This design comes from an exercise in tuning for small area and a short achievable clock period on the open sky130 flow, not from production work. In this exercise RTL edits were held to simulation tests only and were not proved equivalent to the original. Power and IR drop assume default switching activity.

==> inputs of branch fjord <==
## alignCellTop
module alignCellTop (
  input  logic        clk,
  input  logic        rst,
  input  logic [76:0] n1_i,
  input  logic [76:0] n2_i,
  input  logic [76:0] n3_i,
  input  logic [1:0]  a_i,
  input  logic [1:0]  b_i,
  input  logic [1:0]  c_i,
  input  logic        en_i,
  output logic [76:0] state_o,
  output logic [1:0]  baseA_o,
  output logic        en_o
);
clock: 11.0 ns
lec_check: 0
abc_area: 1
cap_margin: 20
core_margin: 2
core_utilization: 45
setup_slack_margin: 3
slew_margin: 20
standard.sh (not shown) runs the stock make flow with config.mk's settings and CLKGATE_MAP_FILE= SYNTH_SCRIPT=/design/flow/synth_recipe.tcl, a recipe that flattens the netlist after the stock synthesis.
==> flow/flow/run.sh <==
#!/bin/bash
# The standard layout, with plain sky130_fd_sc_hd__buf_1 cells as the port
# buffers (the resizer's timing repair sizes them up where a path needs it).
# make's full output goes to flow.log here; each ORFS step keeps its own log
# under orfs/logs/.
set -euo pipefail
bash standard.sh "BUFFER_PORTS_ARGS=-buffer_cell sky130_fd_sc_hd__buf_1" finish > flow.log 2>&1
==> branch xenon (differences from branch fjord) <==
--- a/flow/design.v
+++ b/flow/design.v
@@ -43,14 +43,15 @@
     q[1] = 1'b0;
     for (int f = 0; f < 7; f++) q[1] = q[1] | (wrapped[f] & qf[f][1]);
     q[0] = 1'b0;
     for (int f = 0; f < 7; f++) q[0] = q[0] | (wrapped[f] & qf[f][0] & (qf[f][1] | ~q[1]));
   end
-  logic [10:0] fa, fb;
-  assign fa = (anyW & (~&ra_i[10:2] | (ra_i[1:0] < q))) ? {9'h1ff, q} : ra_i;
-  assign fb = (anyW & (~&rb_i[10:2] | (rb_i[1:0] < q))) ? {9'h1ff, q} : rb_i;
-  assign max_o = sel_i ? fa : fb;
+  logic ltA, ltB, lt;
+  assign ltA = ~&ra_i[10:2] | (ra_i[1:0] < q);
+  assign ltB = ~&rb_i[10:2] | (rb_i[1:0] < q);
+  assign lt  = sel_i ? ltA : ltB;
+  assign max_o = (anyW & lt) ? {9'h1ff, q} : (sel_i ? ra_i : rb_i);
 endmodule
 `timescale 1ns/1ps
 module neighborDelay;
 endmodule
 `timescale 1ns/1ps
@@ -197,59 +198,70 @@
   assign cz = ge13({1'b0, s4}, sIx1, 1'b0);
   assign sZ = cz ? {1'b0, s4} : sIx1 + 13'd1;
   assign cw = ge13({1'b0, s2} + 13'd1, sZ, 1'b1);
   assign sW = cw ? {1'b0, s2} + 13'd1 : sZ;
   assign ixF = sW[10:0] - 11'd4;
-  logic [6:0]  n0, n1, n2, n5, n6, n7;
-  logic [11:0] km [7];
+  logic [2:0]  tA, tB;
+  logic [10:0] na1, na2, nA, nb1, nB;
+  logic [11:0] kyA, kyB;
+  logic [10:0] iyzF;
+  logic        kAB;
+  logic [6:0]  n0, n1, n2;
   for (genvar f = 0; f < 7; f++) begin : gN
-    logic lo, hi;
+    logic lo;
     assign lo    = ~|xn[f][10:2];
-    assign hi    = &xn[f][10:2];
     assign n0[f] = lo & (xn[f][1:0] == 2'd0);
     assign n1[f] = lo & (xn[f][1:0] == 2'd1);
     assign n2[f] = lo & (xn[f][1:0] == 2'd2);
-    assign n5[f] = hi & (xn[f][1:0] == 2'd1);
-    assign n6[f] = hi & (xn[f][1:0] == 2'd2);
-    assign n7[f] = hi & (xn[f][1:0] == 2'd3);
-    assign km[f] = {~(hi & |xn[f][1:0]), xn[f]};
   end
-  logic pA0, pA1, pA2, pA5, pA6, pA7, pB0, pB1, pB2, pB5, pB6, pB7;
+  logic pA0, pA1, pA2, pB0, pB1;
   assign pA0 = n0[FM] | n0[FIX] | n0[FIXY] | n0[FIXZ];
   assign pA1 = n1[FM] | n1[FIX] | n1[FIXY] | n1[FIXZ];
   assign pA2 = n2[FM] | n2[FIX] | n2[FIXY] | n2[FIXZ];
-  assign pA5 = n5[FM] | n5[FIX] | n5[FIXY] | n5[FIXZ];
-  assign pA6 = n6[FM] | n6[FIX] | n6[FIXY] | n6[FIXZ];
-  assign pA7 = n7[FM] | n7[FIX] | n7[FIXY] | n7[FIXZ];
   assign pB0 = n0[FIY] | n0[FIZ] | n0[FIYZ];
   assign pB1 = n1[FIY] | n1[FIZ] | n1[FIYZ];
-  assign pB2 = n2[FIY] | n2[FIZ] | n2[FIYZ];
-  assign pB5 = n5[FIY] | n5[FIZ] | n5[FIYZ];
-  assign pB6 = n6[FIY] | n6[FIZ] | n6[FIYZ];
-  assign pB7 = n7[FIY] | n7[FIZ] | n7[FIYZ];
-  logic [11:0] na1, na2, nA, nb1, nB, kyA, kyB, m3;
-  logic [10:0] iyzF;
-  logic        kAB;
-  assign na1 = ge12(km[FM],   km[FIX],  1'b1) ? km[FM]   : km[FIX];
-  assign na2 = ge12(km[FIXY], km[FIXZ], 1'b1) ? km[FIXY] : km[FIXZ];
-  assign nA  = ge12(na1, na2, 1'b1) ? na1 : na2;
-  assign nb1 = ge12(km[FIY],  km[FIZ],  1'b1) ? km[FIY]  : km[FIZ];
-  assign nB  = ge12(nb1, km[FIYZ], 1'b1) ? nb1 : km[FIYZ];
-  assign m3  = ge12(nA, nB, 1'b1) ? nA : nB;
+  assign tA = eqBCn ? 3'd1 : 3'd3;
+  assign tB = eqBCn ? 3'd0 : 3'd2;
+  assign na1 = ge12({1'b0, xn[FM]},   {1'b0, xn[FIX]},  1'b1) ? xn[FM]   : xn[FIX];
+  assign na2 = ge12({1'b0, xn[FIXY]}, {1'b0, xn[FIXZ]}, 1'b1) ? xn[FIXY] : xn[FIXZ];
+  assign nA  = ge12({1'b0, na1}, {1'b0, na2}, 1'b1) ? na1 : na2;
+  assign nb1 = ge12({1'b0, xn[FIY]},  {1'b0, xn[FIZ]},  1'b1) ? xn[FIY]  : xn[FIZ];
+  assign nB  = ge12({1'b0, nb1}, {1'b0, xn[FIYZ]}, 1'b1) ? nb1 : xn[FIYZ];
   always_comb begin
-    if (eqBCn ? pA0 : (pA0 | pA1 | pA2))
-      kyA = {1'b1, 9'd0, eqBCn ? 2'd0 : pA2 ? 2'd2 : pA1 ? 2'd1 : 2'd0};
+    if (eqBCn)
+      kyA = pA0 ? 12'h800 : {1'b0, nA};
     else
-      kyA = {1'b0, pA7 ? 11'd2047 : pA6 ? 11'd2046 : pA5 ? 11'd2045 : nA[10:0]};
-    if (~eqBCn & (pB0 | pB1))
-      kyB = {1'b1, 9'd0, pB1 ? 2'd1 : 2'd0};
+      kyA = pA2 ? 12'h802 : pA1 ? 12'h801 : pA0 ? 12'h800 : {1'b0, nA};
+    if (eqBCn)
+      kyB = {1'b0, nB};
     else
-      kyB = {1'b0, pB7 ? 11'd2047 : pB6 ? 11'd2046 : pB5 ? 11'd2045 : nB[10:0]};
+      kyB = pB1 ? 12'h801 : pB0 ? 12'h800 : {1'b0, nB};
   end
   assign kAB  = ge12(kyA, kyB, 1'b0);
   assign iyzF = kAB ? (eqBCn ? kyA[10:0] - 11'd1 : kyA[10:0] - 11'd3)
                     : (eqBCn ? kyB[10:0]          : kyB[10:0] - 11'd2);
+  logic [11:0] km [7];
+  logic [6:0]  is0, is1, is2, is5, is6, is7;
+  for (genvar f = 0; f < 7; f++) begin : gKm
+    logic lo, hi;
+    assign lo = ~|xn[f][10:2];
+    assign hi = &xn[f][10:2];
+    assign is0[f] = lo & (xn[f][1:0] == 2'd0);
+    assign is1[f] = lo & (xn[f][1:0] == 2'd1);
+    assign is2[f] = lo & (xn[f][1:0] == 2'd2);
+    assign is5[f] = hi & (xn[f][1:0] == 2'd1);
+    assign is6[f] = hi & (xn[f][1:0] == 2'd2);
+    assign is7[f] = hi & (xn[f][1:0] == 2'd3);
+    assign km[f] = {~(hi & |xn[f][1:0]), xn[f]};
+  end
+  logic [11:0] m1a, m1b, m1c, m2a, m2b, m3;
+  assign m1a = ge12(km[FM],   km[FIX],  1'b1) ? km[FM]   : km[FIX];
+  assign m1b = ge12(km[FIY],  km[FIZ],  1'b1) ? km[FIY]  : km[FIZ];
+  assign m1c = ge12(km[FIXY], km[FIYZ], 1'b1) ? km[FIXY] : km[FIYZ];
+  assign m2a = ge12(m1a, m1b, 1'b1) ? m1a : m1b;
+  assign m2b = ge12(m1c, km[FIXZ], 1'b1) ? m1c : km[FIXZ];
+  assign m3  = ge12(m2a, m2b, 1'b1) ? m2a : m2b;
   logic [10:0] mK;        
   logic [5:0]  mP;        
   logic        t3, tm1;
   logic [10:0] mPreX;
   assign t3  = eqABn & eqBCn;
@@ -284,11 +296,11 @@
       ixzPre <= '0;
     end else begin
       S      <= {mN, ixN, iyN, izN, ixyN, iyzPre, ixzN};
       iyzPre <= {~iyzF[10], iyzF[9:0]};
       mK     <= m3[10:0];
-      mP     <= {pA7 | pB7, pA6 | pB6, pA5 | pB5, pA2 | pB2, pA1 | pB1, pA0 | pB0};
+      mP     <= {|is7, |is6, |is5, |is2, |is1, |is0};
       A      <= a_i;
       B      <= b_i;
       C      <= c_i;
       E      <= en_i;
       mPre   <= {~mPreX[10], mPreX[9:0]};
==> flow/run.sh (new file) <==
#!/bin/bash
# synth_recipe.tcl (not shown) runs the flow's synth.tcl, then flattens the netlist and writes it again
# the make line also repeats each setting of config.mk as NAME=value (left out here)
make -C /OpenROAD-flow-scripts/flow DESIGN_CONFIG=/design/flow/config.mk WORK_HOME=/design/flow/orfs CLKGATE_MAP_FILE= SYNTH_SCRIPT=/design/flow/synth_recipe.tcl finish
==> flow/config.mk (replaced) <==
export PLATFORM = sky130hd
export DESIGN_NAME = alignCellTop
export DESIGN_NICKNAME = alignCellTop
export VERILOG_FILES = /design/flow/design.v
export SDC_FILE = /design/flow/constraint.sdc
export NUM_CORES = 4
export LEC_CHECK = 0
export CAP_MARGIN = 20
export CORE_MARGIN = 2
export CORE_UTILIZATION = 45
export SLEW_MARGIN = 20
removed: flow/flow/run.sh
removed: flow/standard.sh
==> notes.md <==
Relative slew margins=between 30% and 40%; outcome=timing/DRC/antenna clean; Mapped Area=between 0.02 and 0.025 mm^2; hold endpoint=alignCell_inst.S[16]; Die Width=220.8 um; Internal Pwr Total=around 2.8 mW; cell family with most CP delay=simple AND/OR/NAND/NOR gates; Critical path origin=n1_i[30]; Synth Area in Simple Gates=46.59%
(the above is from branch fjord)
==> notes.md <==
outcome=timing/DRC/antenna clean; Mapped Area=around 0.023 mm^2; Internal Pwr Total=between 3 and 4 mW; final WL=88900 um; Die Width=229.1 um; cell family with most CP delay=compound AO/OA/AOI/OAI gates; Synth Area in Simple Gates=28.78%; Relative slew margins=between 20% and 30%; P_leak=about 11 nW; hold endpoint=alignCell_inst.S[11]; Critical path origin=n2_i[55]; hold_ws=338.3 ps
(the above is from branch xenon)

[re-timing with driven ports]
The flow's constraints put no driver on any port. The routed layouts listed below were extracted and timed again, unchanged, in two steps. Step 1: set_driving_cell puts a clkbuf_16 on clk and a buf_2 on each other input, an assumption about the parent block. Step 2 times the ports against the registers' clock, not the clock port: input delays grow and output delays shrink by t, the midpoint of the rising clock arrivals with the driver on. Slacks: ideal / step 1 / step 2; pairs: ideal / step 1.
| run | t, ns | slack for setup (ns) | hold WS [ns] | worst setup path after step 2 |
|---|---|---|---|---|
| branch fjord | 0.462 | 3.802 / 3.825 / 3.363 | 0.345 / 0.345 / 0.345 | input to register |
| branch xenon | 0.493 | 2.100 / 2.133 / 1.639 | 0.338 / 0.338 / 0.338 | input to register |
After both steps every run listed still meets setup and hold. For branch xenon, which loses most, drivers alone change the setup slack by +0.033 ns; drivers and shift together by -0.461 ns.
